This is an optimization exercise on Yosys and OpenROAD, whose aim is small area, a short achievable clock period and few clock cycles, not a production implementation. Where RTL was checked, it was by simulation tests only, not by an equivalence proof against the original. For runs 3 to 5, only the layout was checked, not whether the RTL still works. No activity file was given, so power comes from the tool's default toggle rates.

==> design/flow/flow/run.sh <==
#!/bin/bash
# Standard layout; port buffers of the smallest plain buffer; smaller clock tree;
# one tie cell for the constant outputs.
export BUFFER_PORTS_ARGS="-buffer_cell sky130_fd_sc_hd__buf_1"
export CTS_ARGS="-sink_clustering_enable -repair_clock_nets -dont_use_dummy_load -root_buf sky130_fd_sc_hd__clkbuf_8 -buf_list sky130_fd_sc_hd__clkbuf_2"
export SKIP_REPAIR_TIE_FANOUT=1
bash standard.sh > standard.log 2>&1
==> design/flow/standard.sh <==
#!/bin/bash
# synth_recipe.tcl (not shown) runs the flow's synth.tcl, then flattens the netlist and writes it again
# the make line also repeats each setting of config.mk as NAME=value (left out here)
make -C /OpenROAD-flow-scripts/flow DESIGN_CONFIG=/design/flow/config.mk WORK_HOME=/design/flow/orfs CLKGATE_MAP_FILE= SYNTH_SCRIPT=/design/flow/synth_recipe.tcl "${@:-finish}"
==> design/flow/config.mk <==
export PLATFORM = sky130hd
export DESIGN_NAME = axiApbBridgeTop
export DESIGN_NICKNAME = axiApbBridgeTop
export VERILOG_FILES = /design/flow/design.v
export SDC_FILE = /design/flow/constraint.sdc
export NUM_CORES = 4
export LEC_CHECK = 0
export CAP_MARGIN = 20
export CORE_AREA = 2.5 2.5 142.5 142.5
export DIE_AREA = 0 0 145 145
export PLACE_DENSITY = 0.6
export SETUP_SLACK_MARGIN = 2.5
export SLEW_MARGIN = 20
export SYNTH_HIERARCHICAL = 1
export SYNTH_MINIMUM_KEEP_SIZE = 0
==> design/flow/constraint.sdc <==
create_clock -name core_clock -period 5.0 [get_ports {pclk}]
set_input_delay 1.0000 -clock core_clock [delete_from_list [all_inputs] [get_ports {pclk}]]
set_output_delay 1.0000 -clock core_clock [all_outputs]
set_load 0.01 [all_outputs]
==> design/flow/design.v <==
package axiPkg;
  typedef logic [31:0] addr_t;
  typedef logic [31:0] data_t;
  typedef logic [3:0]  strb_t;
  typedef logic [7:0]  id_t;
  typedef logic [7:0]  len_t;
  typedef logic [2:0]  prot_t;
  localparam int unsigned BeatBytes = 4;
  localparam int unsigned AddrReqBits = 32 + 8 + 8 + 2 + 3;
  localparam int unsigned WBeatBits   = 32 + 4;
  localparam int unsigned RBeatBits   = 32 + 2 + 8 + 1;
  localparam int unsigned BRspBits    = 2 + 8;
  typedef enum logic [1:0] {
    FIXED = 2'd0,
    INCR  = 2'd1
  } burst_e;
  typedef enum logic [1:0] {
    OKAY   = 2'd0,
    SLVERR = 2'd2,
    DECERR = 2'd3
  } resp_e;
  typedef struct packed {
    addr_t  addr;
    id_t    id;
    len_t   len;
    burst_e burst;
    prot_t  prot;
  } addrReq_t;
  typedef struct packed {
    data_t data;
    strb_t strb;
  } wBeat_t;
  typedef struct packed {
    data_t data;
    resp_e resp;
    id_t   id;
    logic  last;
  } rBeat_t;
  typedef struct packed {
    resp_e resp;
    id_t   id;
  } bRsp_t;
endpackage
package apbPkg;
  typedef enum logic [1:0] {
    IDLE   = 2'd0,
    SETUP  = 2'd1,
    ACCESS = 2'd2
  } apbState_e;
  typedef struct packed {
    logic [31:0]   paddr;
    logic [31:0]   pwdata;
    logic [3:0]    pstrb;
    logic [2:0]    pprot;
    logic          pwrite;
  } apbReq_t;
endpackage
module syncFifo #(
  parameter int unsigned Width = 8,
  parameter int unsigned Depth = 4
) (
  input  logic             pclk,
  input  logic             preset_n,
  input  logic [Width-1:0] inData,
  input  logic             inValid,
  output logic             inReady,
  output logic [Width-1:0] outData,
  output logic             outValid,
  input  logic             outReady
);
  localparam int unsigned PtrBits = (Depth > 1) ? $clog2(Depth) : 1;
  localparam int unsigned CntBits = $clog2(Depth + 1);
  logic [Width-1:0]   mem [Depth];
  logic [PtrBits-1:0] wrPtr;
  logic [PtrBits-1:0] rdPtr;
  logic [CntBits-1:0] count;
  logic               push;
  logic               pop;
  assign inReady  = (count != CntBits'(Depth));
  assign outValid = (count != '0);
  assign outData  = mem[rdPtr];
  assign push     = inValid & inReady;
  assign pop      = outValid & outReady;
  always_ff @(posedge pclk) begin
    if (push) begin
      mem[wrPtr] <= inData;
    end
  end
  always_ff @(posedge pclk or negedge preset_n) begin
    if (!preset_n) begin
      wrPtr <= '0;
      rdPtr <= '0;
      count <= '0;
    end else begin
      if (push) begin
        wrPtr <= (wrPtr == PtrBits'(Depth - 1)) ? '0 : wrPtr + 1'b1;
      end
      if (pop) begin
        rdPtr <= (rdPtr == PtrBits'(Depth - 1)) ? '0 : rdPtr + 1'b1;
      end
      case ({push, pop})
        2'b10:   count <= count + 1'b1;
        2'b01:   count <= count - 1'b1;
        default: count <= count;
      endcase
    end
  end
endmodule
module readPath #(
  parameter int unsigned FifoDepth = 4
) (
  input  logic             pclk,
  input  logic             preset_n,
  input  axiPkg::addrReq_t arReq,
  input  logic             arValid,
  output logic             arReady,
  output axiPkg::rBeat_t   rBeat,
  output logic             rValid,
  input  logic             rReady,
  output axiPkg::addrReq_t rdCmd,
  output logic             rdCmdValid,
  input  logic             rdCmdReady,
  input  axiPkg::rBeat_t   rdBeat,
  input  logic             rdBeatValid,
  output logic             rdBeatReady
);
  syncFifo #(
    .Width(axiPkg::AddrReqBits),
    .Depth(FifoDepth)
  ) arFifo_i (
    .pclk    (pclk),
    .preset_n(preset_n),
    .inData  (arReq),
    .inValid (arValid),
    .inReady (arReady),
    .outData (rdCmd),
    .outValid(rdCmdValid),
    .outReady(rdCmdReady)
  );
  syncFifo #(
    .Width(axiPkg::RBeatBits),
    .Depth(FifoDepth)
  ) rFifo_i (
    .pclk    (pclk),
    .preset_n(preset_n),
    .inData  (rdBeat),
    .inValid (rdBeatValid),
    .inReady (rdBeatReady),
    .outData (rBeat),
    .outValid(rValid),
    .outReady(rReady)
  );
endmodule
module writePath #(
  parameter int unsigned FifoDepth = 4
) (
  input  logic             pclk,
  input  logic             preset_n,
  input  axiPkg::addrReq_t awReq,
  input  logic             awValid,
  output logic             awReady,
  input  axiPkg::wBeat_t   wBeat,
  input  logic             wValid,
  output logic             wReady,
  output axiPkg::bRsp_t    bRsp,
  output logic             bValid,
  input  logic             bReady,
  output axiPkg::addrReq_t wrCmd,
  output logic             wrCmdValid,
  input  logic             wrCmdReady,
  output axiPkg::wBeat_t   wrData,
  output logic             wrDataValid,
  input  logic             wrDataReady,
  input  axiPkg::bRsp_t    wrRsp,
  input  logic             wrRspValid,
  output logic             wrRspReady
);
  syncFifo #(
    .Width(axiPkg::AddrReqBits),
    .Depth(FifoDepth)
  ) awFifo_i (
    .pclk    (pclk),
    .preset_n(preset_n),
    .inData  (awReq),
    .inValid (awValid),
    .inReady (awReady),
    .outData (wrCmd),
    .outValid(wrCmdValid),
    .outReady(wrCmdReady)
  );
  syncFifo #(
    .Width(axiPkg::WBeatBits),
    .Depth(FifoDepth)
  ) wFifo_i (
    .pclk    (pclk),
    .preset_n(preset_n),
    .inData  (wBeat),
    .inValid (wValid),
    .inReady (wReady),
    .outData (wrData),
    .outValid(wrDataValid),
    .outReady(wrDataReady)
  );
  syncFifo #(
    .Width(axiPkg::BRspBits),
    .Depth(FifoDepth)
  ) bFifo_i (
    .pclk    (pclk),
    .preset_n(preset_n),
    .inData  (wrRsp),
    .inValid (wrRspValid),
    .inReady (wrRspReady),
    .outData (bRsp),
    .outValid(bValid),
    .outReady(bReady)
  );
endmodule
module apbSequencer #(
  parameter int unsigned NumSlaves = 4,
  parameter int unsigned WinBits   = 12
) (
  input  logic                           pclk,
  input  logic                           preset_n,
  input  axiPkg::addrReq_t               rdCmd,
  input  logic                           rdCmdValid,
  output logic                           rdCmdReady,
  output axiPkg::rBeat_t                 rdBeat,
  output logic                           rdBeatValid,
  input  logic                           rdBeatReady,
  input  axiPkg::addrReq_t               wrCmd,
  input  logic                           wrCmdValid,
  output logic                           wrCmdReady,
  input  axiPkg::wBeat_t                 wrData,
  input  logic                           wrDataValid,
  output logic                           wrDataReady,
  output axiPkg::bRsp_t                  wrRsp,
  output logic                           wrRspValid,
  input  logic                           wrRspReady,
  output apbPkg::apbReq_t                apbReq,
  output logic [NumSlaves-1:0]           psel,
  output logic                           penable,
  input  logic [NumSlaves-1:0]           pready,
  input  logic [NumSlaves-1:0][31:0]   prdata,
  input  logic [NumSlaves-1:0]           pslverr
);
  localparam int unsigned AddrBits = 32;
  localparam int unsigned IdxBits  = AddrBits - WinBits;
  apbPkg::apbState_e    state;
  logic                 active;
  logic                 isWrite;
  logic                 lastWrite;
  logic                 pickWrite;
  axiPkg::addr_t        curAddr;
  axiPkg::len_t         beatCnt;
  axiPkg::resp_e        wrErr;
  axiPkg::addrReq_t     cmd;
  axiPkg::addrReq_t     newCmd;
  logic [IdxBits-1:0]   winIdx;
  logic [NumSlaves-1:0] slvHit;
  logic                 decErr;
  logic                 readySel;
  logic                 errSel;
  axiPkg::data_t        rdataSel;
  axiPkg::resp_e        beatResp;
  axiPkg::resp_e        burstResp;
  logic                 beatGo;
  logic                 beatDone;
  logic                 lastBeat;
  assign pickWrite = wrCmdValid & (~rdCmdValid | ~lastWrite);
  assign newCmd    = pickWrite ? wrCmd : rdCmd;
  assign cmd       = isWrite ? wrCmd : rdCmd;
  assign winIdx = curAddr[AddrBits-1:WinBits];
  always_comb begin
    for (int k = 0; k < NumSlaves; k++) begin
      slvHit[k] = (winIdx == IdxBits'(k));
    end
  end
  assign decErr   = ~|slvHit;
  assign readySel = |(pready & slvHit);
  assign errSel   = |(pslverr & slvHit);
  always_comb begin
    rdataSel = '0;
    for (int k = 0; k < NumSlaves; k++) begin
      if (slvHit[k]) begin
        rdataSel = prdata[k];
      end
    end
  end
  always_comb begin
    if (decErr) begin
      beatResp = axiPkg::DECERR;
    end else if (errSel) begin
      beatResp = axiPkg::SLVERR;
    end else begin
      beatResp = axiPkg::OKAY;
    end
  end
  assign burstResp = (beatResp > wrErr) ? beatResp : wrErr;
  assign lastBeat = (beatCnt == cmd.len);
  assign beatGo   = isWrite ? (wrDataValid & (wrRspReady | (beatCnt != '0))) : rdBeatReady;
  assign beatDone = (state == apbPkg::ACCESS) & (decErr | readySel);
  always_ff @(posedge pclk or negedge preset_n) begin
    if (!preset_n) begin
      state     <= apbPkg::IDLE;
      active    <= 1'b0;
      isWrite   <= 1'b0;
      lastWrite <= 1'b1;
      curAddr   <= '0;
      beatCnt   <= '0;
      wrErr     <= axiPkg::OKAY;
    end else begin
      case (state)
        apbPkg::IDLE: begin
          if (!active) begin
            if (rdCmdValid | wrCmdValid) begin
              active    <= 1'b1;
              isWrite   <= pickWrite;
              lastWrite <= pickWrite;
              curAddr   <= newCmd.addr;
              beatCnt   <= '0;
              wrErr     <= axiPkg::OKAY;
            end
          end else if (beatGo) begin
            state <= apbPkg::SETUP;
          end
        end
        apbPkg::SETUP: begin
          state <= apbPkg::ACCESS;
        end
        apbPkg::ACCESS: begin
          if (beatDone) begin
            state <= apbPkg::IDLE;
            wrErr <= burstResp;
            if (lastBeat) begin
              active <= 1'b0;
            end else begin
              beatCnt <= beatCnt + 1'b1;
              if (cmd.burst != axiPkg::FIXED) begin
                curAddr <= curAddr + axiPkg::addr_t'(axiPkg::BeatBytes);
              end
            end
          end
        end
        default: begin
          state <= apbPkg::IDLE;
        end
      endcase
    end
  end
  assign psel    = (state == apbPkg::IDLE) ? '0 : slvHit;
  assign penable = (state == apbPkg::ACCESS);
  always_comb begin
    apbReq.paddr  = curAddr;
    apbReq.pwdata = isWrite ? wrData.data : '0;
    apbReq.pstrb  = isWrite ? wrData.strb : '0;
    apbReq.pprot  = cmd.prot;
    apbReq.pwrite = isWrite;
  end
  assign rdBeatValid = beatDone & ~isWrite;
  assign rdCmdReady  = beatDone & ~isWrite & lastBeat;
  assign wrDataReady = beatDone & isWrite;
  assign wrCmdReady  = beatDone & isWrite & lastBeat;
  assign wrRspValid  = beatDone & isWrite & lastBeat;
  always_comb begin
    rdBeat.data = rdataSel;
    rdBeat.resp = beatResp;
    rdBeat.id   = rdCmd.id;
    rdBeat.last = lastBeat;
    wrRsp.resp  = burstResp;
    wrRsp.id    = wrCmd.id;
  end
endmodule
module axiApbBridge #(
  parameter int unsigned NumSlaves = 4,
  parameter int unsigned WinBits   = 12,
  parameter int unsigned FifoDepth = 4
) (
  input  logic                           pclk,
  input  logic                           preset_n,
  input  axiPkg::addrReq_t               arReq,
  input  logic                           arValid,
  output logic                           arReady,
  input  axiPkg::addrReq_t               awReq,
  input  logic                           awValid,
  output logic                           awReady,
  input  axiPkg::wBeat_t                 wBeat,
  input  logic                           wValid,
  output logic                           wReady,
  output axiPkg::rBeat_t                 rBeat,
  output logic                           rValid,
  input  logic                           rReady,
  output axiPkg::bRsp_t                  bRsp,
  output logic                           bValid,
  input  logic                           bReady,
  output apbPkg::apbReq_t                apbReq,
  output logic [NumSlaves-1:0]           psel,
  output logic                           penable,
  input  logic [NumSlaves-1:0]           pready,
  input  logic [NumSlaves-1:0][31:0]   prdata,
  input  logic [NumSlaves-1:0]           pslverr
);
  axiPkg::addrReq_t rdCmd;
  logic             rdCmdValid;
  logic             rdCmdReady;
  axiPkg::rBeat_t   rdBeat;
  logic             rdBeatValid;
  logic             rdBeatReady;
  axiPkg::addrReq_t wrCmd;
  logic             wrCmdValid;
  logic             wrCmdReady;
  axiPkg::wBeat_t   wrData;
  logic             wrDataValid;
  logic             wrDataReady;
  axiPkg::bRsp_t    wrRsp;
  logic             wrRspValid;
  logic             wrRspReady;
  readPath #(.FifoDepth(FifoDepth)) readPath_i (
    .pclk, .preset_n,
    .arReq, .arValid, .arReady,
    .rBeat, .rValid, .rReady,
    .rdCmd, .rdCmdValid, .rdCmdReady,
    .rdBeat, .rdBeatValid, .rdBeatReady
  );
  writePath #(.FifoDepth(FifoDepth)) writePath_i (
    .pclk, .preset_n,
    .awReq, .awValid, .awReady,
    .wBeat, .wValid, .wReady,
    .bRsp, .bValid, .bReady,
    .wrCmd, .wrCmdValid, .wrCmdReady,
    .wrData, .wrDataValid, .wrDataReady,
    .wrRsp, .wrRspValid, .wrRspReady
  );
  apbSequencer #(
    .NumSlaves(NumSlaves),
    .WinBits  (WinBits)
  ) apbSequencer_i (
    .pclk, .preset_n,
    .rdCmd, .rdCmdValid, .rdCmdReady,
    .rdBeat, .rdBeatValid, .rdBeatReady,
    .wrCmd, .wrCmdValid, .wrCmdReady,
    .wrData, .wrDataValid, .wrDataReady,
    .wrRsp, .wrRspValid, .wrRspReady,
    .apbReq, .psel, .penable,
    .pready, .prdata, .pslverr
  );
endmodule
module axiApbBridgeTop (
  input  logic         pclk,
  input  logic         preset_n,
  input  logic [31:0]  ar_addr,
  input  logic [7:0]   ar_id,
  input  logic [7:0]   ar_len,
  input  logic [1:0]   ar_burst,
  input  logic [2:0]   ar_prot,
  input  logic         ar_valid,
  output logic         ar_ready,
  input  logic [31:0]  aw_addr,
  input  logic [7:0]   aw_id,
  input  logic [7:0]   aw_len,
  input  logic [1:0]   aw_burst,
  input  logic [2:0]   aw_prot,
  input  logic         aw_valid,
  output logic         aw_ready,
  input  logic [31:0]  w_data,
  input  logic [3:0]   w_strb,
  input  logic         w_valid,
  output logic         w_ready,
  output logic [31:0]  r_data,
  output logic [1:0]   r_resp,
  output logic [7:0]   r_id,
  output logic         r_last,
  output logic         r_valid,
  input  logic         r_ready,
  output logic [1:0]   b_resp,
  output logic [7:0]   b_id,
  output logic         b_valid,
  input  logic         b_ready,
  output logic [31:0]  paddr,
  output logic [31:0]  pwdata,
  output logic [3:0]   pstrb,
  output logic [2:0]   pprot,
  output logic         pwrite,
  output logic [3:0]   psel,
  output logic         penable,
  input  logic [3:0]   pready,
  input  logic [127:0] prdata,
  input  logic [3:0]   pslverr
);
  logic        act;        
  logic        wr;         
  logic        acc;        
  logic [11:2] curAddr;    
  logic [3:0]  oh;         
  logic        upZero;     
  logic        upOnes;     
  logic [7:0]  left;       
  logic        last;       
  logic [1:0]  wrErr;      
  logic        rv;         
  logic        rl;
  logic [31:0] rd;
  logic [1:0]  rr;
  logic        bv;
  logic        fA;         
  logic        fW;         
  logic        fR;         
  logic [3:0]  hit;
  logic        dec;
  logic        fixed;
  logic        done;
  logic        decDone;
  logic        fin;
  logic        setup;
  logic [1:0]  beatResp;
  logic        rdAvail;
  logic        wrAvail;
  logic        free;
  logic        start;
  logic        pickW;
  logic [31:0] rdSel;
  logic [3:0]  sWA;
  logic        dW;
  logic        rdSel1;
  logic [4:0]  awBits;
  logic [4:0]  arBits;
  logic [4:0]  xAw;
  logic [4:0]  xAr;
  logic [4:0]  cmdBits;
  logic [1:0]  cmdLow;
  logic [3:0]  sAn;
  logic [3:0]  sW;
  logic [3:0]  sR;
  logic [3:0]  xW;
  logic [3:0]  xR;
  logic [3:0]  xP;
  logic        actN;
  logic        wrN;
  logic        accN;
  logic        rvN;
  logic        decN;
  assign hit = oh & {4{upZero}};
  assign dec = ~upZero;
  assign done    = acc & |(pready & oh);
  assign decDone = act & dec & (wr ? w_valid : ~rv);
  assign fin     = done | decDone;
  assign setup   = act & ~acc & ~dec & (wr ? w_valid : (~rv | r_ready));
  assign beatResp = dec ? 2'd3 : (|(pslverr & hit) ? 2'd2 : 2'd0);
  assign rdAvail = ar_valid & ~(act & ~wr) & ~(rv & rl);
  assign wrAvail = aw_valid & ~(act & wr) & ~bv;
  assign free    = ~act | (fin & last);
  assign start   = free & (rdAvail | wrAvail);
  assign pickW   = wrAvail & (~rdAvail | ~wr);
  assign fixed   = wr ? (aw_burst == 2'd0) : (ar_burst == 2'd0);
  always_comb begin
    rdSel = '0;
    for (int k = 0; k < 4; k++) begin
      rdSel = rdSel | (prdata[32*k +: 32] & {32{hit[k] & ~rv}});
    end
  end
  assign upOnes = wr ? (&aw_addr[31:14]) : (&ar_addr[31:14]);
  always_comb begin
    actN = start | (act & ~(fin & last));
    wrN  = start ? pickW : wr;
    accN = acc ? ~done : setup;
    rvN  = (fin & ~wr) | (rv & ~r_ready);
    if (start) begin
      decN = pickW ? (aw_addr[31:14] != '0) : (ar_addr[31:14] != '0);
    end else if (fin && !fixed && oh[3] && (&curAddr[11:2])) begin
      decN = ~upOnes;
    end else begin
      decN = dec;
    end
  end
  always_ff @(posedge pclk or negedge preset_n) begin
    if (!preset_n) begin
      act <= 1'b0;
      wr     <= 1'b0;
      acc <= 1'b0;
      rv  <= 1'b0;
      bv  <= 1'b0;
      fA  <= 1'b0;
      fW  <= 1'b0;
      fR  <= 1'b0;
    end else begin
      act <= actN;
      wr  <= wrN;
      acc <= accN;
      rv  <= rvN;
      if (fin & wr & last) begin
        bv <= 1'b1;
      end else if (b_ready) begin
        bv <= 1'b0;
      end
      fA  <= accN | (actN & ~decN & ~wrN & ~rvN);
      fW  <= actN & ~accN & ~decN & wrN;
      fR  <= actN & ~accN & ~decN & ~wrN & rvN;
    end
  end
  always_ff @(posedge pclk) begin
    if (start) begin
      curAddr <= pickW ? aw_addr[11:2] : ar_addr[11:2];
      for (int k = 0; k < 4; k++) begin
        oh[k] <= pickW ? (aw_addr[13:12] == 2'(k)) : (ar_addr[13:12] == 2'(k));
      end
      upZero  <= pickW ? (aw_addr[31:14] == '0) : (ar_addr[31:14] == '0);
      left    <= pickW ? aw_len : ar_len;
      last    <= pickW ? (aw_len == '0) : (ar_len == '0);
    end else if (fin) begin
      left <= left - 8'd1;
      last <= (left == 8'd1);
      if (!fixed) begin
        curAddr <= curAddr + 10'd1;
        if (&curAddr) begin
          oh <= {oh[2:0], oh[3]};
          if (oh[3]) begin
            upZero <= upOnes;
          end
        end
      end
    end
    if (start & pickW) begin
      wrErr <= 2'd0;
    end else if (fin & wr) begin
      wrErr <= wrErr | beatResp;
    end
    rd <= rdSel | (rd & {32{rv}});
    if (!rv) begin
      rr <= beatResp;
      rl <= last;
    end
  end
  assign sAn = ~(oh & {4{fA}});
  assign sW  = oh & {4{fW}};
  assign sR  = oh & {4{fR}};
  for (genvar k = 0; k < 4; k++) begin : g_psel
    nand2Gate wGate_i (.a(sW[k]), .b(w_valid), .y(xW[k]));
    nand2Gate rGate_i (.a(sR[k]), .b(r_ready), .y(xR[k]));
    nand3Gate sGate_i (.a(sAn[k]), .b(xW[k]), .c(xR[k]), .y(psel[k]));
  end
  assign penable = acc;
  assign paddr   = {18'd0, oh[3] | oh[2], oh[3] | oh[1], curAddr, cmdLow};
  assign pwrite  = wr;
  for (genvar k = 0; k < 5; k++) begin : g_cmd
    nand2Gate awGate_i (.a(wr), .b(awBits[k]), .y(xAw[k]));
    nand2Gate arGate_i (.a(rdSel1), .b(arBits[k]), .y(xAr[k]));
    nand2Gate oGate_i (.a(xAw[k]), .b(xAr[k]), .y(cmdBits[k]));
  end
  assign rdSel1  = ~wr;
  assign awBits  = {aw_prot, aw_addr[1:0]};
  assign arBits  = {ar_prot, ar_addr[1:0]};
  assign pprot   = cmdBits[4:2];
  assign cmdLow  = cmdBits[1:0];
  assign pwdata  = w_data;
  assign pstrb   = w_strb & {4{wr}};
  assign sWA     = oh & {4{acc & wr}};
  assign dW      = act & dec & wr;
  for (genvar k = 0; k < 3; k++) begin : g_wready
    nand2Gate pGate_i (.a(sWA[k]), .b(pready[k]), .y(xP[k]));
  end
  a21oiGate pGate3_i (.a1(sWA[3]), .a2(pready[3]), .b1(dW), .y(xP[3]));
  nand4Gate wGate_i (.a(xP[0]), .b(xP[1]), .c(xP[2]), .d(xP[3]), .y(w_ready));
  assign r_valid  = rv;
  assign r_data   = rd;
  assign r_resp   = rr;
  assign r_last   = rl;
  assign r_id     = ar_id;
  assign ar_ready = rv & rl & r_ready;
  assign b_valid  = bv;
  assign b_resp   = wrErr;
  assign b_id     = aw_id;
  assign aw_ready = bv & b_ready;
endmodule
module nand2Gate (
  input  logic a,
  input  logic b,
  output logic y
);
  assign y = ~(a & b);
endmodule
module nand3Gate (
  input  logic a,
  input  logic b,
  input  logic c,
  output logic y
);
  assign y = ~(a & b & c);
endmodule
module nand4Gate (
  input  logic a,
  input  logic b,
  input  logic c,
  input  logic d,
  output logic y
);
  assign y = ~(a & b & c & d);
endmodule
module a21oiGate (
  input  logic a1,
  input  logic a2,
  input  logic b1,
  output logic y
);
  assign y = ~((a1 & a2) | b1);
endmodule
==> metrics.md, run 1 <==
| Metric | Value |
|---|---|
| Synth Cell Area | `0.00474 sq mm` |
| Final Util | `30.4%` |
| TritonCTS Buffers | `9` |
| Final setup TNS | `0 ns` |
| Die Y | `145 microns` |
| Initial core utilization | `24.5%` |
| Slew margin rel. | `62.8%` |
| Final Hold Violating Endpoints | `0` |
| Yosys warns | `7` |
| Syn_nets | `851` |
| Clock buffer depth | `2` |
| 1st-pass router iterations | `6` |
| Grt ovf | `0` |
| Crit path launch type | `primary input` |
| DP Cell Count | `1042` |
| Vias per cell | `4.75` |
| DIE AREA | `0.0210 sq mm` |
| Cell Rows | `51` |
| Post-synth ARST share | `11.6%` |
| Top cells by area, synth | `edfxtp_1 (17%), dfxtp_1 (14%), buf_4 (11%)` |
| Count leader, synth | `nand2_1` |
| Synth Register Bits | `69` |
| Largest family of logic cells by synthesized area | `simple AND/OR/NAND/NOR gates` |
| DRT iter0 DRCs | `339` |
| Setup Viol. Count Final | `0` |
| Max Fclk | `403 MHz` |
| Mean Syn Cell Area | `8.42 sq um` |
| Tot GR Track Use | `16.2%` |
| Drt drc | `0` |
| Die X-Extent | `145 microns` |
| Post-synthesis xor/xnor area fraction | `2.59%` |
| Ratio of cells with drive above 1 in the final layout | `7.52%` |
| Max-cap viol count | `0` |
| Most instantiated cells after synthesis | `nand2_1 (91), buf_4 (69), a22oi_1 (59)` |
| Post-synth EDFFs | `27` |
| Simple-gate share of the synthesized area | `24.2%` |
| CP required | `4.00 ns` |
| VDD IR max | `0.212 mV` |
| Hold Path Class | `reg2reg` |
| CTS tree | `done` |
| Period utilisation layout | `49.6%` |
| P per Cell Area | `570 mW/mm^2` |
| Final std cells w/o fill | `1064` |
| Hold-fix buffers, CTS | `0` |
| Final Cell Area | `0.00588 sq mm` |
| PortBufs | `305` |
| Sequential-to-total area share from yosys stat | `35.7%` |
| Post-synthesis mux area share | `4.65%` |
| Nets | `1088` |
| Vias in the first global route | `4762` |
| Drt wl/cell | `16.9 microns` |
| Worst-Skew Late Latency | `0.35 ns` |
| Worst Hold Margin | `0.483 ns` |
| Post-synth top flop | `dfxtp_1` |
| Placeable Area | `0.0193 sq mm` |
| Post-DP HPWL | `14400 microns` |
| Distinct cell type count of the synthesized netlist | `53` |
| Top cell type's share of synthesized area | `17.1%` |
| Vias | `5049` |
| R2R Setup Slk | `2.71 ns` |
| Gate Count Post-Synth | `563` |
| Gpl congestion | `0.863` |
| Outcome | `complete, no violations` |
| Root buf cell | `clkbuf_8` |
| Worst-path clk slew | `0.08 ns` |
| Area leader, netlist | `edfxtp_1` |
| Largest net degree at the start of global routing | `39` |
| Remaining antenna violation count after routing | `0` |
| Lkg Pwr | `0.00216 uW` |
| Fill count | `2127` |
| Initial antenna violation count | `1` |
| Critical Path End Type | `primary output` |
| Clock sinks | `69` |
| IO Pins | `420` |
| Crit path kind | `in2out` |
| Least-Margin Pin Slew | `0.550 ns` |
| Worst Skew | `0.0222 ns` |
| Post-Synth Adder-Cell Area | `0.792%` |
| Crit Path Max Fanout | `1` |
| Complex-gate fraction of the synthesized area | `17.8%` |
| Dpl cell area | `0.00563 sq mm` |
| Crit path arrival time | `1.48 ns` |
| RSZ-0062 raised after global routing | `true` |
| Htree depth | `3` |
| P&R area growth vs syn | `24.0%` |
| Drt total wl | `17900 microns` |
| Crit path time final | `2.48 ns` |
| Global-route wire length before repair | `26400 microns` |
| Final Max Slew Viols | `0` |
-- logic make-up after synthesis --
group / Yosys count
other: 1
adders and majority gates: 3
buffers and inverters: 107
DFF: 69
xor gates and xnor gates: 14
AOI/OAI and AO/OA: 110
and+or+nand+nor: 237
muxes: 22
-- modules after synthesis, one instance, submodules excluded --
module	cells	copies in the design	flip-flops and latches	area, sq um
a21oiGate	1	1	0	8.76
axiApbBridgeTop	531	1	69	4610
nand2Gate	1	26	0	3.75
nand3Gate	1	4	0	5.00
nand4Gate	1	1	0	6.26
-- per-layer routing --
layer  part of all wire, %  vias to the layer above  GRT usage, %  routed length [microns]
met5                     0                        -             0                        0
met4                   1.8                        0          4.71                      329
met3                   9.7                       24          5.97                     1740
met2                    47                      262          27.0                     8430
met1                    41                     2315          19.6                     7430
li1                      -                     2448             -                        -
-- area by class of cell --
type	count	area, sq um	share of cell area (%)
inverter	9	33.8	0.575
antenna	1	2.50	0.0426
tap	265	332	5.64
timing repair buffer	324	1310	22.3
clock buffer	9	124	2.11
multi-input combinational	387	2380	40.5
sequential	69	1700	28.8
-- layout by cell type, fill, tap and decap left out, types with 12 or more instances in the layout --
master and instances:
buf_1 294, nand2_1 90, a22oi_1 59, nand3_1 40, dfxtp_1 34, nor2_1 27, edfxtp_1 27, mux2i_1 22
buf_4 17, and2_1 15, nor4_1 14, and3_1 12
-- sequential cells by signal, indices dropped and copies added (netlist names), 2 cells and up --
name	cells
oh	4
rd	32
left	8
curAddr	10
rr	2
wrErr	2
-- through the flow --
step / setup WS (ns) / power, uW
floorplan: 2.52 / 2380
global placement: 1.68 / 2910
detailed placement: 1.56 / 2940
CTS: 2.50 / 3360
global route: 2.48 / 3620
finish: 2.52 / 3350
-- worst max-delay path, cell delays in order --
cell      delay (ns)
buf_1           0.09
and2_1          0.22
clkbuf_2        0.17
-- final timing paths --
check	end	start	cells past startpoint
worst min-delay path	wrErr[1]	wrErr[1]	2
max in group asynchronous	wr	preset_n	1
worst max-delay path	pstrb[0]	w_strb[0]	3
worst min register to register	wrErr[1]	wrErr[1]	2
min in group asynchronous	wr	preset_n	1
worst max register to register	fW	wr	7
-- power breakdown --
group,switching [uW],internal (uW)
Sequential,253,966
Combinational,1080,697
Clock,193,161
-- what timing repair did --
action | CTS | global route
resized for setup | 13 | 5
setup endpoints to repair | 54 | 17
cloned | 0 | 0
buffers inserted | 8 | 4
Testbench counts, summed over its fixed seeds: cycles 10,238.
==> run 2, diff against run 1 <==
==> design/flow/flow/run.sh (replaced) <==
#!/bin/bash
# Standard layout; port buffers of the smallest plain buffer; smaller clock tree;
# one tie cell for the constant outputs.
export BUFFER_PORTS_ARGS="-buffer_cell sky130_fd_sc_hd__buf_1"
export CTS_ARGS="-sink_clustering_enable -repair_clock_nets -dont_use_dummy_load -buf_list sky130_fd_sc_hd__clkbuf_4"
export SKIP_REPAIR_TIE_FANOUT=1
bash standard.sh > standard.log 2>&1
==> metrics.md, run 2 <==
| Metric | Value |
|---|---|
| Outcome | `complete, no violations (unchanged)` |
| Remaining antenna violation count after routing | `0 (unchanged)` |
| Largest family of logic cells by synthesized area | `simple AND/OR/NAND/NOR gates (unchanged)` |
| Count leader, synth | `nand2_1 (unchanged)` |
| Vias in the first global route | `4758 (was 4762)` |
| Complex-gate fraction of the synthesized area | `17.8% (unchanged)` |
| Root buf cell | `clkbuf_4 (was clkbuf_8)` |
| Hold-fix buffers, CTS | `0 (unchanged)` |
| Peak per-stage delay on the critical path | `0.55 ns (was 0.22 ns)` |
| Initial antenna violation count | `1 (unchanged)` |
| Critical Path Slowest Stage Cell | `dfrtp_4 (was and2_1)` |
| Cell Rows | `51 (unchanged)` |
| Global-route wire length before repair | `26500 microns (was 26400 microns)` |
| Max-cap viol count | `0 (unchanged)` |
| DRT iter0 DRCs | `270 (was 339)` |
| Post-synth top flop | `dfxtp_1 (unchanged)` |
| Met2 wire len | `8430 microns (about the same)` |
| Worst Skew | `0.0363 ns (was 0.0222 ns)` |
| Max Fclk | `393 MHz (was 403 MHz)` |
| DIE AREA | `0.0210 sq mm (unchanged)` |
| Crit path arrival time | `1.54 ns (was 1.48 ns)` |
| Reg2reg end | `fW (unchanged)` |
| Vias per cell | `4.74 (was 4.75)` |
| Vias | `5052 (was 5049)` |
| Setup Viol. Count Final | `0 (unchanged)` |
| Post-Synth Adder-Cell Area | `0.792% (unchanged)` |
| Dpl cell area | `0.00563 sq mm (unchanged)` |
| Fill count | `2128 (was 2127)` |
| Top cells by area, synth | `edfxtp_1 (17%), dfxtp_1 (14%), buf_4 (11%) (unchanged)` |
| Placeable Area | `0.0193 sq mm (unchanged)` |
| Die Y | `145 microns (unchanged)` |
| Period utilisation layout | `50.8% (was 49.6%)` |
| Tot GR Track Use | `16.3% (was 16.2%)` |
| Drt total wl | `18000 microns (was 17900 microns)` |
| Final Hold Violating Endpoints | `0 (unchanged)` |
| RSZ-0062 raised after global routing | `true (unchanged)` |
| Grt ovf | `0 (unchanged)` |
| Simple-gate share of the synthesized area | `24.2% (unchanged)` |
| CP required | `4.00 ns (about the same)` |
| Biggest register | `rd (unchanged)` |
| Syn_nets | `851 (unchanged)` |
| Htree depth | `3 (unchanged)` |
| R2R depth | `7 (unchanged)` |
| Synth Cell Area | `0.00474 sq mm (unchanged)` |
| IO Pins | `420 (unchanged)` |
| PortBufs | `305 (unchanged)` |
| Crit path kind | `reg2out (was in2out)` |
| Crit path launch type | `register (was primary input)` |
| Post-synth ARST share | `11.6% (unchanged)` |
| Worst-Skew Late Latency | `0.44 ns (was 0.35 ns)` |
| R2R Setup Slk | `2.70 ns (was 2.71 ns)` |
| Worst-path clk slew | `0.12 ns (was 0.08 ns)` |
| Most frequent cells in the layout | `buf_1 (296), nand2_1 (89), a22oi_1 (59) (was buf_1 (294), nand2_1 (90), a22oi_1 (59))` |
| Area leader, netlist | `edfxtp_1 (unchanged)` |
| Most common cell after layout, fill and taps aside | `buf_1 (unchanged)` |
| Top sig layer | `met4 (unchanged)` |
| Final setup TNS | `0 ns (unchanged)` |
| Final std cells w/o fill | `1066 (was 1064)` |
| R2R Path Start | `wr (unchanged)` |
| P&R area growth vs syn | `24.1% (was 24.0%)` |
| Clock buffer depth | `2 (unchanged)` |
| Nets | `1090 (was 1088)` |
| Sequential-to-total area share from yosys stat | `35.7% (unchanged)` |
| Post-Route M1 WL | `7580 microns (was 7430 microns)` |
| Post-DP HPWL | `14400 microns (unchanged)` |
| Drt wl/cell | `16.9 microns (about the same)` |
| Met3 wire length | `1690 microns (was 1740 microns)` |
| Gpl congestion | `0.863 (unchanged)` |
| CTS tree | `done (unchanged)` |
| Critical path buffer and inverter count | `1 (was 2)` |
| Largest net degree at the start of global routing | `39 (unchanged)` |
| Crit Path Max Fanout | `9 (was 1)` |
| Post-synth EDFFs | `27 (unchanged)` |
| Yosys warns | `7 (unchanged)` |
| DP Worst Slack | `1.56 ns (unchanged)` |
| Critical path cell sequence | `and3_1 -> a21oi_2 -> nand4_1 -> buf_1 (was buf_1 -> and2_1 -> clkbuf_2)` |
| Die X-Extent | `145 microns (unchanged)` |
| Post-synthesis mux area share | `4.65% (unchanged)` |
| Critical Path End Type | `primary output (unchanged)` |
| Initial core utilization | `24.5% (unchanged)` |
| Max reg flops | `32 (unchanged)` |
| Largest registers | `rd: 32 flops, curAddr: 10 flops, left: 8 flops (unchanged)` |
| Drt drc | `0 (unchanged)` |
| Distinct cell type count of the synthesized netlist | `53 (unchanged)` |
| Gate Count Post-Synth | `563 (unchanged)` |
| Final worst-path setup slack | `2.46 ns (was 2.52 ns)` |
| Crit path time final | `2.54 ns (was 2.48 ns)` |
| Ratio of cells with drive above 1 in the final layout | `8.13% (was 7.52%)` |
| TritonCTS Buffers | `9 (unchanged)` |
| Final Cell Area | `0.00588 sq mm (about the same)` |
| Synth Register Bits | `69 (unchanged)` |
| Lkg Pwr | `0.00216 uW (about the same)` |
| P per Cell Area | `561 mW/mm^2 (was 570 mW/mm^2)` |
| Top cell type's share of synthesized area | `17.1% (unchanged)` |
| VDD IR max | `0.226 mV (was 0.212 mV)` |
| 1st-pass router iterations | `5 (was 6)` |
| Slew margin rel. | `63.4% (was 62.8%)` |
| DP Cell Count | `1042 (unchanged)` |
| Least-Margin Pin Slew | `0.541 ns (was 0.550 ns)` |
| Final Max Slew Viols | `0 (unchanged)` |
| Clock sinks | `69 (unchanged)` |
| Post-synthesis xor/xnor area fraction | `2.59% (unchanged)` |
| Most instantiated cells after synthesis | `nand2_1 (91), buf_4 (69), a22oi_1 (59) (unchanged)` |
| Mean Syn Cell Area | `8.42 sq um (unchanged)` |
| Hold Path Class | `in2async (was reg2reg)` |
| CP delay by family, top | `flip-flops (was buffers and inverters)` |
==> run 2: logic make-up (layout without fill, tap and decap cells) <==
group / after synthesis / after routing
simple gates: 237 / 237
fa+ha+maj: 3 / 3
buf+inv: 107 / 344
flops: 69 / 69
xor+xnor: 14 / 14
mux: 22 / 22
compound gates: 110 / 110
other cells: 1 / 2
==> run 2: metrics by stage <==
step / hold slack [ns] / utilization, % / power [uW]
global placement: 0.473 / 29.1 / 2910
CTS: 0.412 / 30.2 / 3300
detailed placement: 0.457 / 29.1 / 2940
finish: 0.455 / 30.4 / 3300
floorplan: 0.505 / - / 2380
global route: 0.420 / 30.4 / 3570
==> run 2: layer usage <==
layer	track usage, %	vias to the layer above
met5	0	-
met1	19.9	2325
li1	-	2449
met2	26.9	257
met3	6.01	21
met4	4.66	0
==> run 2: area by class of cell <==
class | count | area (sq um) | share of cell area [%]
clock buffer | 9 | 67.6 | 1.15
tap | 265 | 332 | 5.64
timing repair buffer | 326 | 1350 | 22.9
sequential | 69 | 1700 | 28.8
inverter | 9 | 33.8 | 0.574
antenna | 1 | 2.50 | 0.0425
multi-input combinational | 387 | 2410 | 40.9
==> run 2: how the worst max path moves through the flow <==
stage | depth (start not counted) | from | to | slack (ns)
floorplan | 7 | ar_valid | curAddr[10] | 2.52
global placement | 6 | w_valid | left[6] | 1.68
detailed placement | 6 | w_valid | left[6] | 1.56
CTS | 4 | wr | w_ready | 2.41
global route | 4 | wr | w_ready | 2.35
finish | 4 | wr | w_ready | 2.46
==> run 2: modules after synthesis (local to each module, per instance) <==
module	cells	flops+latches
axiApbBridgeTop	531	69
a21oiGate	1	0
nand4Gate	1	0
nand3Gate	1	0
nand2Gate	1	0
==> run 2: what timing repair did <==
item	CTS	global route
setup endpoints to repair	56	25
endpoints found under the hold margin	0	0
pin swaps	0	4
gates cloned	0	0
buffers inserted	13	1
resized for setup	17	12
==> run 2: report_power, final <==
part,total [uW],internal [uW],switching (uW)
clock network,266,83.6,183
logic,1820,728,1090
registers,1220,964,254
total,3300,1780,1530
==> run 3, diff against run 2 <==
--- a/design/flow/design.v
+++ b/design/flow/design.v
@@ -520,4 +520,5 @@
   logic [31:0] rdSel;
   logic [3:0]  sWA;
+  logic        step;
   logic        dW;
   logic        rdSel1;
@@ -597,18 +598,22 @@
     end
   end
+  assign step = fin & ~fixed;
   always_ff @(posedge pclk) begin
     if (start) begin
       curAddr <= pickW ? aw_addr[11:2] : ar_addr[11:2];
+      left    <= pickW ? aw_len : ar_len;
+    end else begin
+      curAddr <= curAddr + {9'd0, step};
+      left    <= left - {7'd0, fin};
+    end
+    if (start) begin
       for (int k = 0; k < 4; k++) begin
         oh[k] <= pickW ? (aw_addr[13:12] == 2'(k)) : (ar_addr[13:12] == 2'(k));
       end
       upZero  <= pickW ? (aw_addr[31:14] == '0) : (ar_addr[31:14] == '0);
-      left    <= pickW ? aw_len : ar_len;
       last    <= pickW ? (aw_len == '0) : (ar_len == '0);
     end else if (fin) begin
-      left <= left - 8'd1;
       last <= (left == 8'd1);
       if (!fixed) begin
-        curAddr <= curAddr + 10'd1;
         if (&curAddr) begin
           oh <= {oh[2:0], oh[3]};
@@ -619,9 +624,5 @@
       end
     end
-    if (start & pickW) begin
-      wrErr <= 2'd0;
-    end else if (fin & wr) begin
-      wrErr <= wrErr | beatResp;
-    end
+    wrErr <= {2{~(start & pickW)}} & (wrErr | (beatResp & {2{fin & wr}}));
     rd <= rdSel | (rd & {32{rv}});
     if (!rv) begin
==> design/flow/flow/run.sh (replaced) <==
#!/bin/bash
# Standard layout; port buffers of the smallest plain buffer; smaller clock tree;
# one tie cell for the constant outputs.
export BUFFER_PORTS_ARGS="-buffer_cell sky130_fd_sc_hd__buf_1"
export CTS_ARGS="-sink_clustering_enable -repair_clock_nets -dont_use_dummy_load -buf_list sky130_fd_sc_hd__clkbuf_8 -sink_clustering_size 40 -sink_clustering_max_diameter 150"
export SKIP_REPAIR_TIE_FANOUT=1
bash standard.sh > standard.log 2>&1
--- a/design/flow/config.mk
+++ b/design/flow/config.mk
@@ -10,5 +10,5 @@
 export DIE_AREA = 0 0 145 145
 export PLACE_DENSITY = 0.6
-export SETUP_SLACK_MARGIN = 2.5
+export SETUP_SLACK_MARGIN = 2.4
 export SLEW_MARGIN = 20
 export SYNTH_HIERARCHICAL = 1
==> metrics.md, run 3 <==
| Metric | Value |
|---|---|
| Outcome | `complete, no violations (unchanged)` |
| Global-route wire length before repair | `27100 microns (was 26500 microns)` |
| DRT iter0 DRCs | `290 (was 270)` |
| Setup Viol. Count Final | `0 (unchanged)` |
| Final Hold Violating Endpoints | `0 (unchanged)` |
| Top cell type's share of synthesized area | `23.1% (was 17.1%)` |
| Max Fclk | `384 MHz (was 393 MHz)` |
| Worst-path clk slew | `0.07 ns (was 0.12 ns)` |
| IO Pins | `420 (unchanged)` |
| Drt total wl | `18100 microns (was 18000 microns)` |
| Most instantiated cells after synthesis | `nand2_1 (116), buf_4 (66), dfxtp_1 (52) (was nand2_1 (91), buf_4 (69), a22oi_1 (59))` |
| Initial core utilization | `23.3% (was 24.5%)` |
| WHS Path Cells | `2` |
| DIE AREA | `0.0210 sq mm (unchanged)` |
| 1st-pass router iterations | `5 (unchanged)` |
| Crit path time final | `2.61 ns (was 2.54 ns)` |
| Mean Syn Cell Area | `7.85 sq um (was 8.42 sq um)` |
| Synth Cell Area | `0.00451 sq mm (was 0.00474 sq mm)` |
| Count leader, synth | `nand2_1 (unchanged)` |
| Reg2reg end | `curAddr[10] (was fW)` |
| Critical path buffer and inverter count | `1 (unchanged)` |
| Largest net degree at the start of global routing | `40 (was 39)` |
| Vias per cell | `4.78 (was 4.74)` |
| Distinct cell type count of the synthesized netlist | `55 (was 53)` |
| Hold-fix buffers, CTS | `0 (unchanged)` |
| Worst-Skew Late Latency | `0.36 ns (was 0.44 ns)` |
| Worst Hold Margin | `0.497 ns (was 0.455 ns)` |
| Drt wl/cell | `16.8 microns (was 16.9 microns)` |
| Placeable Area | `0.0193 sq mm (unchanged)` |
| Sequential-to-total area share from yosys stat | `33.5% (was 35.7%)` |
| Area leader, netlist | `dfxtp_1 (was edfxtp_1)` |
| Final worst-path setup slack | `2.39 ns (was 2.46 ns)` |
| Gate Count Post-Synth | `575 (was 563)` |
| Yosys warns | `7 (unchanged)` |
| Synth Register Bits | `69 (unchanged)` |
| Syn_nets | `864 (was 851)` |
| Hold Path Class | `reg2reg (was in2async)` |
| Die X-Extent | `145 microns (unchanged)` |
| Least-Margin Pin Slew | `0.713 ns (was 0.541 ns)` |
| R2R Path Start | `rv (was wr)` |
| Crit Path Max Fanout | `3 (was 9)` |
| Cell Rows | `51 (unchanged)` |
| Post-DP HPWL | `14300 microns (was 14400 microns)` |
| Clock buffer depth | `2 (unchanged)` |
| Biggest register | `rd (unchanged)` |
| R2R Setup Slk | `2.48 ns (was 2.70 ns)` |
| Final Max Slew Viols | `0 (unchanged)` |
| P&R area growth vs syn | `27.9% (was 24.1%)` |
| Die Y | `145 microns (unchanged)` |
| Period utilisation layout | `52.1% (was 50.8%)` |
| Tot GR Track Use | `16.4% (was 16.3%)` |
| Final Util | `29.8% (was 30.4%)` |
| P per Cell Area | `569 mW/mm^2 (was 561 mW/mm^2)` |
| Slew margin rel. | `51.8% (was 63.4%)` |
| Max reg flops | `32 (unchanged)` |
| Crit path launch type | `primary input (was register)` |
| Max-cap viol count | `0 (unchanged)` |
| Worst Skew | `0.0259 ns (was 0.0363 ns)` |
| Hold Crit Endpoint | `rd[9]` |
| TritonCTS Buffers | `9 (unchanged)` |
| Final setup TNS | `0 ns (unchanged)` |
| Ratio of cells with drive above 1 in the final layout | `8.25% (was 8.13%)` |
| Most frequent cells in the layout | `buf_1 (301), nand2_1 (116), dfxtp_1 (52) (was buf_1 (296), nand2_1 (89), a22oi_1 (59))` |
| Critical Path Slowest Stage Cell | `or2_4 (was dfrtp_4)` |
| CP required | `5.21 ns (was 4.00 ns)` |
| Critical path cell sequence | `buf_6 -> a22oi_2 -> a21boi_2 -> or2_4 -> and2_4 -> ha_4 -> ha_4 -> and3_4 -> and3_4 -> xor2_1 -> nor2_1 -> a31oi_1 (was and3_1 -> a21oi_2 -> nand4_1 -> buf_1)` |
| Critical Path End Type | `register (was primary output)` |
| RSZ-0062 raised after global routing | `true (unchanged)` |
| Lkg Pwr | `0.00216 uW (about the same)` |
| Vias | `5151 (was 5052)` |
| Post-synth EDFFs | `9 (was 27)` |
| Crit path kind | `in2reg (was reg2out)` |
| CP delay by family, top | `simple AND/OR/NAND/NOR gates (was flip-flops)` |
| Clock sinks | `69 (unchanged)` |
| R2R depth | `12 (was 7)` |
| VDD IR max | `0.253 mV (was 0.226 mV)` |
| Nets | `1103 (was 1090)` |
| CTS tree | `done (unchanged)` |
| Gpl congestion | `0.835 (was 0.863)` |
| Largest registers | `rd: 32 flops, curAddr: 10 flops, left: 8 flops (unchanged)` |
| DP Worst Slack | `1.74 ns (was 1.56 ns)` |
| Peak per-stage delay on the critical path | `0.27 ns (was 0.55 ns)` |
| PortBufs | `305 (unchanged)` |
| Remaining antenna violation count after routing | `0 (unchanged)` |
| Htree depth | `3 (unchanged)` |
| Initial antenna violation count | `1 (unchanged)` |
| Most common cell after layout, fill and taps aside | `buf_1 (unchanged)` |
| Hold path startpoint | `rd[9]` |
| Post-synth top flop | `dfxtp_1 (unchanged)` |
| Crit path arrival time | `2.82 ns (was 1.54 ns)` |
| Root buf cell | `clkbuf_8 (was clkbuf_4)` |
| Top cells by area, synth | `dfxtp_1 (23%), buf_4 (11%), nand2_1 (9.6%) (was edfxtp_1 (17%), dfxtp_1 (14%), buf_4 (11%))` |
| Vias in the first global route | `4977 (was 4758)` |
| Grt ovf | `0 (unchanged)` |
| Post-synth ARST share | `11.6% (unchanged)` |
| Drt drc | `0 (unchanged)` |
## run 3: how the worst max path moves through the flow
| stage | slack [ns] | end | start | depth (start not counted) |
|---|---|---|---|---|
| floorplan | 2.19 | curAddr[10] | pready[0] | 12 |
| global placement | 1.82 | curAddr[10] | w_valid | 12 |
| detailed placement | 1.74 | curAddr[10] | w_valid | 12 |
| CTS | 2.36 | w_ready | wr | 5 |
| global route | 2.30 | curAddr[10] | pready[2] | 12 |
| finish | 2.39 | curAddr[10] | pready[2] | 12 |
## run 3: repair_timing
action	4_1_cts	5_1_grt
endpoints found under the setup margin	43	24
gates resized for setup	8	8
setup buffers	3	15
pin swaps	2	4
## run 3: worst min-delay path, stage by stage, from the launching register on
cell     delay [ns]
dfxtp_1        0.33
a22oi_1        0.08
nand2_1        0.06
## run 3: through the flow
step / total power (uW) / instance area [sq um] / cells
3_5_place_dp: 2820 / 5460 / 1050
3_3_place_gp: 2800 / 5460 / 1050
6_report: 3280 / 5770 / 1078
5_1_grt: 3570 / 5770 / 1078
2_1_floorplan: 2260 / 4570 / 575
4_1_cts: 3250 / 5630 / 1062
## run 3: logic make-up (layout without fill, tap and decap cells)
group           after synthesis  after routing  synth area share, %
compound gates              111            111                 19.4
xor+xnor                     14             14                 2.72
fa+ha+maj                     4              4                 1.11
buf+inv                     109            346                 14.8
flops                        69             69                 33.5
mux                           2              2                0.444
other cells                   1              2               0.0831
simple gates                265            265                 27.9
## run 3: per-layer routing
layer  vias to the layer above  GRT usage, %  wire (microns)
li1                       2493             -               -
met1                      2368          19.3            7230
met2                       265          27.7            8680
met3                        25          5.06            1720
met4                         0          6.70             461
met5                         -             0               0
## run 3: area by class of cell
cell class	instances	area (sq um)
Tap cell	265	332
Fill cell	2141	13600
Clock buffer	9	124
Timing Repair Buffer	328	1340
Inverter	9	37.5
Multi-Input combinational cell	397	2420
Antenna cell	1	2.50
Sequential cell	69	1520
## run 3: Yosys stat by module (local to each module, per instance)
module           copies in the design  flops+latches  cell area [sq um]
axiApbBridgeTop                     1             69               4380
nand4Gate                           1              0               6.26
nand2Gate                          26              0               3.75
nand3Gate                           4              0               5.00
a21oiGate                           1              0               8.76
## run 3: report_power, final
part | leakage (uW) | internal (uW) | switching, uW
sequential | 0.000622 | 869 | 258
combinational | 0.00147 | 721 | 1070
clock | 0.0000647 | 161 | 201
==> run 4, diff against run 3 <==
--- a/design/flow/config.mk
+++ b/design/flow/config.mk
@@ -10,5 +10,5 @@
 export DIE_AREA = 0 0 145 145
 export PLACE_DENSITY = 0.6
-export SETUP_SLACK_MARGIN = 2.4
+export SETUP_SLACK_MARGIN = 2.5
 export SLEW_MARGIN = 20
 export SYNTH_HIERARCHICAL = 1
==> metrics.md, run 4 <==
| Metric | Value |
|---|---|
| PortBufs | `305 (unchanged)` |
| Vias per cell | `4.77 (was 4.78)` |
| Clock sinks | `69 (unchanged)` |
| Largest net degree at the start of global routing | `36 (was 40)` |
| Nets | `1111 (was 1103)` |
| Ratio of cells with drive above 1 in the final layout | `11.0% (was 8.25%)` |
| Vias | `5174 (was 5151)` |
| Post-synth EDFFs | `9 (unchanged)` |
| Post-synth ARST share | `11.6% (unchanged)` |
| CP startpoint | `pready[0] (was pready[2])` |
| P&R area growth vs syn | `30.6% (was 27.9%)` |
| TritonCTS Buffers | `9 (unchanged)` |
| Antenna Cells | `0 (was 1)` |
| Count leader, synth | `nand2_1 (unchanged)` |
| IO Pins | `420 (unchanged)` |
| Grt ovf | `0 (unchanged)` |
| RSZ-0062 raised after global routing | `true (unchanged)` |
| CTS tree | `done (unchanged)` |
| Worst-path clk slew | `0.08 ns (was 0.07 ns)` |
| Yosys warns | `7 (unchanged)` |
| Final Hold Violating Endpoints | `0 (unchanged)` |
| Critical Path End Type | `register (unchanged)` |
| Crit path launch type | `primary input (unchanged)` |
| Gpl congestion | `0.845 (was 0.835)` |
| Initial antenna violation count | `1 (unchanged)` |
| Distinct cell type count of the synthesized netlist | `55 (unchanged)` |
| Hold path startpoint | `wrErr[1] (was rd[9])` |
| Synth Register Bits | `69 (unchanged)` |
| Final Max Slew Viols | `0 (unchanged)` |
| Post-synth top flop | `dfxtp_1 (unchanged)` |
| Gate Count Post-Synth | `575 (unchanged)` |
| Outcome | `complete, no violations (unchanged)` |
| Most common cell after layout, fill and taps aside | `buf_1 (unchanged)` |
| 1st-pass router iterations | `5 (unchanged)` |
| Crit path arrival time | `2.80 ns (was 2.82 ns)` |
| CP required | `5.24 ns (was 5.21 ns)` |
| Hold-fix buffers, CTS | `0 (unchanged)` |
| Lkg Pwr | `0.00223 uW (was 0.00216 uW)` |
| Drt wl/cell | `16.6 microns (was 16.8 microns)` |
| Global-route wire length before repair | `27100 microns (about the same)` |
| Placeable Area | `0.0193 sq mm (unchanged)` |
| Remaining antenna violation count after routing | `0 (unchanged)` |
| Crit path time final | `2.56 ns (was 2.61 ns)` |
| Htree depth | `3 (unchanged)` |
| Clock buffer depth | `2 (unchanged)` |
| Worst Skew | `0.0222 ns (was 0.0259 ns)` |
| Final worst-path setup slack | `2.44 ns (was 2.39 ns)` |
| DP Worst Slack | `1.79 ns (was 1.74 ns)` |
| Hold Path Class | `reg2reg (unchanged)` |
| Period utilisation layout | `51.3% (was 52.1%)` |
| Final setup TNS | `0 ns (unchanged)` |
| Final Util | `30.5% (was 29.8%)` |
| Syn_nets | `864 (unchanged)` |
| Max Fclk | `390 MHz (was 384 MHz)` |
| Tot GR Track Use | `16.4% (about the same)` |
| Drt drc | `0 (unchanged)` |
| Initial core utilization | `23.3% (unchanged)` |
| Post-DP HPWL | `14100 microns (was 14300 microns)` |
| Largest registers | `rd: 32 flops, curAddr: 10 flops, left: 8 flops (unchanged)` |
| Setup Viol. Count Final | `0 (unchanged)` |
| DIE AREA | `0.0210 sq mm (unchanged)` |
| Top cell type's share of synthesized area | `23.1% (unchanged)` |
| Slew margin rel. | `51.6% (was 51.8%)` |
| Design Power | `3380 uW (was 3280 uW)` |
| Synth Cell Area | `0.00451 sq mm (unchanged)` |
| Die X-Extent | `145 microns (unchanged)` |
| Max-cap viol count | `0 (unchanged)` |
| Crit path kind | `in2reg (unchanged)` |
| Area leader, netlist | `dfxtp_1 (unchanged)` |
| VDD IR max | `0.277 mV (was 0.253 mV)` |
| Root buf cell | `clkbuf_8 (unchanged)` |
| Die Y | `145 microns (unchanged)` |
| Biggest register | `rd (unchanged)` |
| Sequential-to-total area share from yosys stat | `33.5% (unchanged)` |
| Least-Margin Pin Slew | `0.716 ns (was 0.713 ns)` |
| DRT iter0 DRCs | `212 (was 290)` |
| Top cells by area, synth | `dfxtp_1 (23%), buf_4 (11%), nand2_1 (9.6%) (unchanged)` |
| Vias in the first global route | `4973 (was 4977)` |
| Drt total wl | `18000 microns (was 18100 microns)` |
| Worst-Skew Late Latency | `0.36 ns (about the same)` |
| Most frequent cells in the layout | `buf_1 (293), nand2_1 (116), dfxtp_1 (52) (was buf_1 (301), nand2_1 (116), dfxtp_1 (52))` |
| Max reg flops | `32 (unchanged)` |
| Most instantiated cells after synthesis | `nand2_1 (116), buf_4 (66), dfxtp_1 (52) (unchanged)` |
| P per Cell Area | `574 mW/mm^2 (was 569 mW/mm^2)` |
| R2R Path Start | `oh[0] (was rv)` |
| Crit Path Max Fanout | `3 (unchanged)` |
| Mean Syn Cell Area | `7.85 sq um (unchanged)` |
| Cell Rows | `51 (unchanged)` |
[run 4: cell counts after synthesis]
Identical to the previous run, type by type.
[run 4: logic make-up after synthesis]
| kind of cell | share of synthesized area (%) |
|---|---|
| AND/OR/NAND/NOR | 27.9 |
| AO/OA/AOI/OAI | 19.4 |
| buffers and inverters | 14.8 |
| flip-flops | 33.5 |
| XOR/XNOR | 2.72 |
| adder cells (fa/ha/maj) | 1.11 |
| multiplexers | 0.444 |
| other | 0.0831 |
[run 4: repair_timing]
item,in CTS,in global routing
pin swaps,5,6
setup endpoints to repair,52,18
resized for setup,20,20
buffers inserted,16,10
[run 4: Yosys stat by module (local to each module, per instance)]
module           flops+latches  cells  copies in the design
axiApbBridgeTop             69    543                     1
nand3Gate                    0      1                     4
nand4Gate                    0      1                     1
nand2Gate                    0      1                    26
a21oiGate                    0      1                     1
[run 4: area by class of cell]
cell class	count	area, sq um
Clock buffer	9	124
Fill cell	2142	13400
Inverter	9	37.5
Multi-Input combinational cell	397	2450
Sequential cell	69	1520
Tap cell	265	332
Timing Repair Buffer	336	1440
[run 4: final timing paths]
kind / slack (ns) / end / cells after the start
max: 2.44 / curAddr[10] / 12
min: 0.50 / wrErr[1] / 2
max reg2reg: 2.54 / curAddr[10] / 11
min reg2reg: 0.50 / wrErr[1] / 2
max in group asynchronous: 4.07 / wr / 1
min in group asynchronous: 0.56 / acc / 1
[run 4: through the flow]
step	std cells	hold slack (ns)	instance area [sq um]
CTS	1075	0.495	5760
global placement	1050	0.464	5460
global route	1085	0.525	5890
detailed placement	1050	0.471	5460
finish	1085	0.496	5890
floorplan	575	0.505	4580
[run 4: worst max-delay path: stages]
cell,delay [ns]
buf_6,0.10
a22oi_2,0.23
a21boi_2,0.11
or2_4,0.26
and2_4,0.15
ha_4,0.17
ha_4,0.15
and3_4,0.18
and3_4,0.16
xor2_1,0.14
nor2_1,0.11
a31oi_1,0.05
[run 4: power breakdown]
| part | internal (uW) | switching (uW) |
|---|---|---|
| Combinational | 796 | 1110 |
| Sequential | 870 | 247 |
| Clock | 161 | 200 |
[run 4: routing by layer]
metal	track usage, %	share of wire (%)
met3	4.84	7.5
met1	20.3	43
met5	0	0
met2	27.9	48
met4	4.03	1.4
==> run 5, diff against run 4 <==
--- a/design/flow/design.v
+++ b/design/flow/design.v
@@ -521,4 +521,6 @@
   logic [3:0]  sWA;
   logic        step;
+  logic [11:2] incMask;
+  logic [7:0]  decMask;
   logic        dW;
   logic        rdSel1;
@@ -599,4 +601,14 @@
   end
   assign step = fin & ~fixed;
+  always_comb begin
+    incMask[2] = 1'b1;
+    for (int i = 3; i <= 11; i++) begin
+      incMask[i] = incMask[i-1] & curAddr[i-1];
+    end
+    decMask[0] = 1'b1;
+    for (int i = 1; i <= 7; i++) begin
+      decMask[i] = decMask[i-1] & ~left[i-1];
+    end
+  end
   always_ff @(posedge pclk) begin
     if (start) begin
@@ -604,6 +616,6 @@
       left    <= pickW ? aw_len : ar_len;
     end else begin
-      curAddr <= curAddr + {9'd0, step};
-      left    <= left - {7'd0, fin};
+      curAddr <= curAddr ^ (incMask & {10{step}});
+      left    <= left ^ (decMask & {8{fin}});
     end
     if (start) begin
==> metrics.md, run 5 <==
| Metric | Value |
|---|---|
| CTS tree | `done (unchanged)` |
| Critical path buffer and inverter count | `2 (was 1)` |
| 1st-pass router iterations | `6 (was 5)` |
| DIE AREA | `0.0210 sq mm (unchanged)` |
| Combinational share of power | `56.5% (was 56.3%)` |
| Most instantiated cells after synthesis | `nand2_1 (85), buf_4 (67), dfxtp_1 (52) (was nand2_1 (116), buf_4 (66), dfxtp_1 (52))` |
| Critical Path Slowest Stage Cell | `dfrtp_4 (was or2_4)` |
| Count leader, synth | `nand2_1 (unchanged)` |
| Post-synth EDFFs | `9 (unchanged)` |
| Lkg Pwr | `0.00220 uW (was 0.00223 uW)` |
| Reg area | `0.00152 sq mm (unchanged)` |
| Clock buffer depth | `2 (unchanged)` |
| Synth Cell Area | `0.00454 sq mm (was 0.00451 sq mm)` |
| P per Cell Area | `561 mW/mm^2 (was 574 mW/mm^2)` |
| Critical path cell sequence | `buf_6 -> and3_1 -> nand2_1 -> nand4_1 -> buf_2 (was buf_6 -> a22oi_2 -> a21boi_2 -> or2_4 -> and2_4 -> ha_4 -> ha_4 -> and3_4 -> and3_4 -> xor2_1 -> nor2_1 -> a31oi_1)` |
| GR peak layer | `met2 (unchanged)` |
| Gpl congestion | `0.838 (was 0.845)` |
| Most common cell after layout, fill and taps aside | `buf_1 (unchanged)` |
| Vias | `5072 (was 5174)` |
| IO Pins | `420 (unchanged)` |
| Yosys warns | `7 (unchanged)` |
| Sw Pwr | `1520 uW (was 1560 uW)` |
| Max-cap viol count | `0 (unchanged)` |
| Hold Path Class | `reg2reg (unchanged)` |
| Top cells by area, synth | `dfxtp_1 (23%), buf_4 (11%), a22oi_1 (7.9%) (was dfxtp_1 (23%), buf_4 (11%), nand2_1 (9.6%))` |
| Post-synth top flop | `dfxtp_1 (unchanged)` |
| Multi-input logic area | `0.00249 sq mm (was 0.00245 sq mm)` |
| Crit path launch type | `register (was primary input)` |
| Vias in the first global route | `4814 (was 4973)` |
| CP required | `4.00 ns (was 5.24 ns)` |
| Met3 usage | `6.32% (was 4.84%)` |
| Setup Viol. Count Final | `0 (unchanged)` |
| Remaining antenna violation count after routing | `0 (unchanged)` |
| Top cell type's share of synthesized area | `22.9% (was 23.1%)` |
| Area leader, netlist | `dfxtp_1 (unchanged)` |
| Ratio of cells with drive above 1 in the final layout | `11.0% (about the same)` |
| Most frequent cells in the layout | `buf_1 (295), nand2_1 (83), dfxtp_1 (52) (was buf_1 (293), nand2_1 (116), dfxtp_1 (52))` |
| Post-DP HPWL | `14000 microns (was 14100 microns)` |
| Initial antenna violation count | `5 (was 1)` |
| Worst-path clk slew | `0.08 ns (about the same)` |
| PortBufs | `305 (unchanged)` |
| Clock group share of total power | `10.5% (was 10.7%)` |
| Final Hold Violating Endpoints | `0 (unchanged)` |
| Global-route wire length before repair | `27400 microns (was 27100 microns)` |
| Initial core utilization | `23.5% (was 23.3%)` |
| Critical Path End Type | `primary output (was register)` |
| Met2 usage | `26.5% (was 27.9%)` |
| Tot GR Track Use | `16.8% (was 16.4%)` |
| Grt ovf | `0 (unchanged)` |
| Crit path kind | `reg2out (was in2reg)` |
| Die Y | `145 microns (unchanged)` |
| Slew margin rel. | `57.5% (was 51.6%)` |
| Crit path arrival time | `1.53 ns (was 2.80 ns)` |
| Max reg flops | `32 (unchanged)` |
| Crit path time final | `2.53 ns (was 2.56 ns)` |
| Syn_nets | `834 (was 864)` |
| Placeable Area | `0.0193 sq mm (unchanged)` |
| Sequential-to-total area share from yosys stat | `33.3% (was 33.5%)` |
| Biggest register | `rd (unchanged)` |
| Peak per-stage delay on the critical path | `0.52 ns (was 0.26 ns)` |
| Gate Count Post-Synth | `547 (was 575)` |
| Die X-Extent | `145 microns (unchanged)` |
| Drt wl/cell | `17.3 microns (was 16.6 microns)` |
| Clock sinks | `69 (unchanged)` |
| Switch share | `45.2% (was 46.0%)` |
| Cell Rows | `51 (unchanged)` |
| Nets | `1083 (was 1111)` |
| Period utilisation layout | `50.6% (was 51.3%)` |
| Worst Skew | `0.0176 ns (was 0.0222 ns)` |
| Seq pwr share | `33.0% (about the same)` |
| CP delay by family, top | `flip-flops (was simple AND/OR/NAND/NOR gates)` |
| Htree depth | `3 (unchanged)` |
| VDD IR max | `0.197 mV (was 0.277 mV)` |
| P&R area growth vs syn | `32.4% (was 30.6%)` |
| Largest registers | `rd: 32 flops, curAddr: 10 flops, left: 8 flops (unchanged)` |
| DRT iter0 DRCs | `301 (was 212)` |
| RSZ-0062 raised after global routing | `true (unchanged)` |
| Final Util | `31.1% (was 30.5%)` |
| Least-Margin Pin Slew | `0.631 ns (was 0.716 ns)` |
| Worst-Skew Late Latency | `0.35 ns (was 0.36 ns)` |
| Internal power | `1850 uW (was 1830 uW)` |
| Fill count | `2129 (was 2142)` |
| Distinct cell type count of the synthesized netlist | `52 (was 55)` |
| Mean Syn Cell Area | `8.31 sq um (was 7.85 sq um)` |
| Final Max Slew Viols | `0 (unchanged)` |
| TritonCTS Buffers | `9 (unchanged)` |
| Vias per cell | `4.77 (about the same)` |
| Drt drc | `0 (unchanged)` |
| Largest net degree at the start of global routing | `33 (was 36)` |
| Crit Path Max Fanout | `11 (was 3)` |
| Post-synth ARST share | `11.6% (unchanged)` |
| Root buf cell | `clkbuf_8 (unchanged)` |
| Synth Register Bits | `69 (unchanged)` |
| M1 GR Usage | `21.2% (was 20.3%)` |
| Final setup TNS | `0 ns (unchanged)` |
| Max Fclk | `395 MHz (was 390 MHz)` |
| Drt total wl | `18400 microns (was 18000 microns)` |
| Outcome | `complete, no violations (unchanged)` |
run 5: cell count changes after synthesis, sizes merged, moves of 7 or more:
| cell | before | now |
|---|---|---|
| mux2i | 2 | 18 |
| and3 | 17 | 8 |
| a31oi | 19 | 6 |
| o21ai | 4 | 19 |
| a211oi | 3 | 10 |
| nor2 | 32 | 12 |
| nand2 | 116 | 85 |
run 5: worst reg2reg max path, stage by stage, from the launching register on:
cell and delay [ns]:
dfrtp_4 0.52, buf_6 0.18, nor2b_4 0.15, or4_4 0.49, a2111oi_4 0.38, mux2_4 0.35, a21oi_4 0.19, o31ai_2 0.09
run 5: what timing repair did:
action,4_1_cts,5_1_grt
setup endpoints to repair,53,28
resized for setup,19,33
hold buffers,0,0
pin swaps,6,7
cloned,2,1
buffers inserted,17,2
run 5: kinds of logic after synthesis:
group / after synthesis / synth area share (%)
XOR/XNOR: 13 / 2.51
AO/OA/AOI/OAI: 124 / 21.3
buffers and inverters: 109 / 14.8
adder cells (fa/ha/maj): 2 / 0.551
flip-flops: 69 / 33.3
multiplexers: 20 / 4.54
other: 1 / 0.0825
AND/OR/NAND/NOR: 209 / 23.0
run 5: path summary, 6_finish.rpt:
path / endpoint / from / depth (start not counted) / slack, ns
max: w_ready / wr / 5 / 2.47
min: left[5] / left[5] / 2 / 0.48
max reg2reg: fA / wr / 7 / 2.51
min reg2reg: left[5] / left[5] / 2 / 0.48
max in group asynchronous: wr / preset_n / 1 / 4.10
min in group asynchronous: act / preset_n / 1 / 0.56
run 5: power by group through the flow:
stage	clock, uW	combinational (uW)	sequential [uW]
3_5_place_dp	0	1610	1140
4_1_cts	382	1850	1100
6_report	353	1910	1110
2_1_floorplan	0	1050	1140
3_3_place_gp	0	1580	1140
5_1_grt	396	2110	1160
run 5: cell type report:
type	count	area share (%)
Antenna cell	4	0.166
Clock buffer	9	2.06
Inverter	12	0.811
Multi-Input combinational cell	370	41.4
Sequential cell	69	25.2
Tap cell	265	5.51
Timing Repair Buffer	334	24.8
run 5: per-module statistics from Yosys (local to each module, per instance):
module           cells  copies in the design
nand2Gate            1                    26
nand3Gate            1                     4
axiApbBridgeTop    515                     1
nand4Gate            1                     1
a21oiGate            1                     1
run 5: stage by stage:
| stage | cell area (sq um) | hold WS [ns] | setup WS [ns] | instances | power [uW] |
|---|---|---|---|---|---|
| after floorplan | 4580 | 0.457 | 2.40 | 547 | 2190 |
| after global placement | 5500 | 0.471 | 1.90 | 1028 | 2720 |
| after detailed placement | 5500 | 0.475 | 1.83 | 1028 | 2740 |
| after CTS | 5880 | 0.489 | 2.36 | 1056 | 3330 |
| after global routing | 6010 | 0.506 | 2.38 | 1060 | 3660 |
| final | 6020 | 0.485 | 2.47 | 1063 | 3370 |
run 5: metal layers:
layer | up-vias | part of all wire (%) | wire, microns
li1 | 2445 | - | -
met1 | 2350 | 44 | 8060
met2 | 252 | 46 | 8390
met3 | 25 | 8.6 | 1580
met4 | 0 | 2.2 | 400
met5 | - | 0 | 0
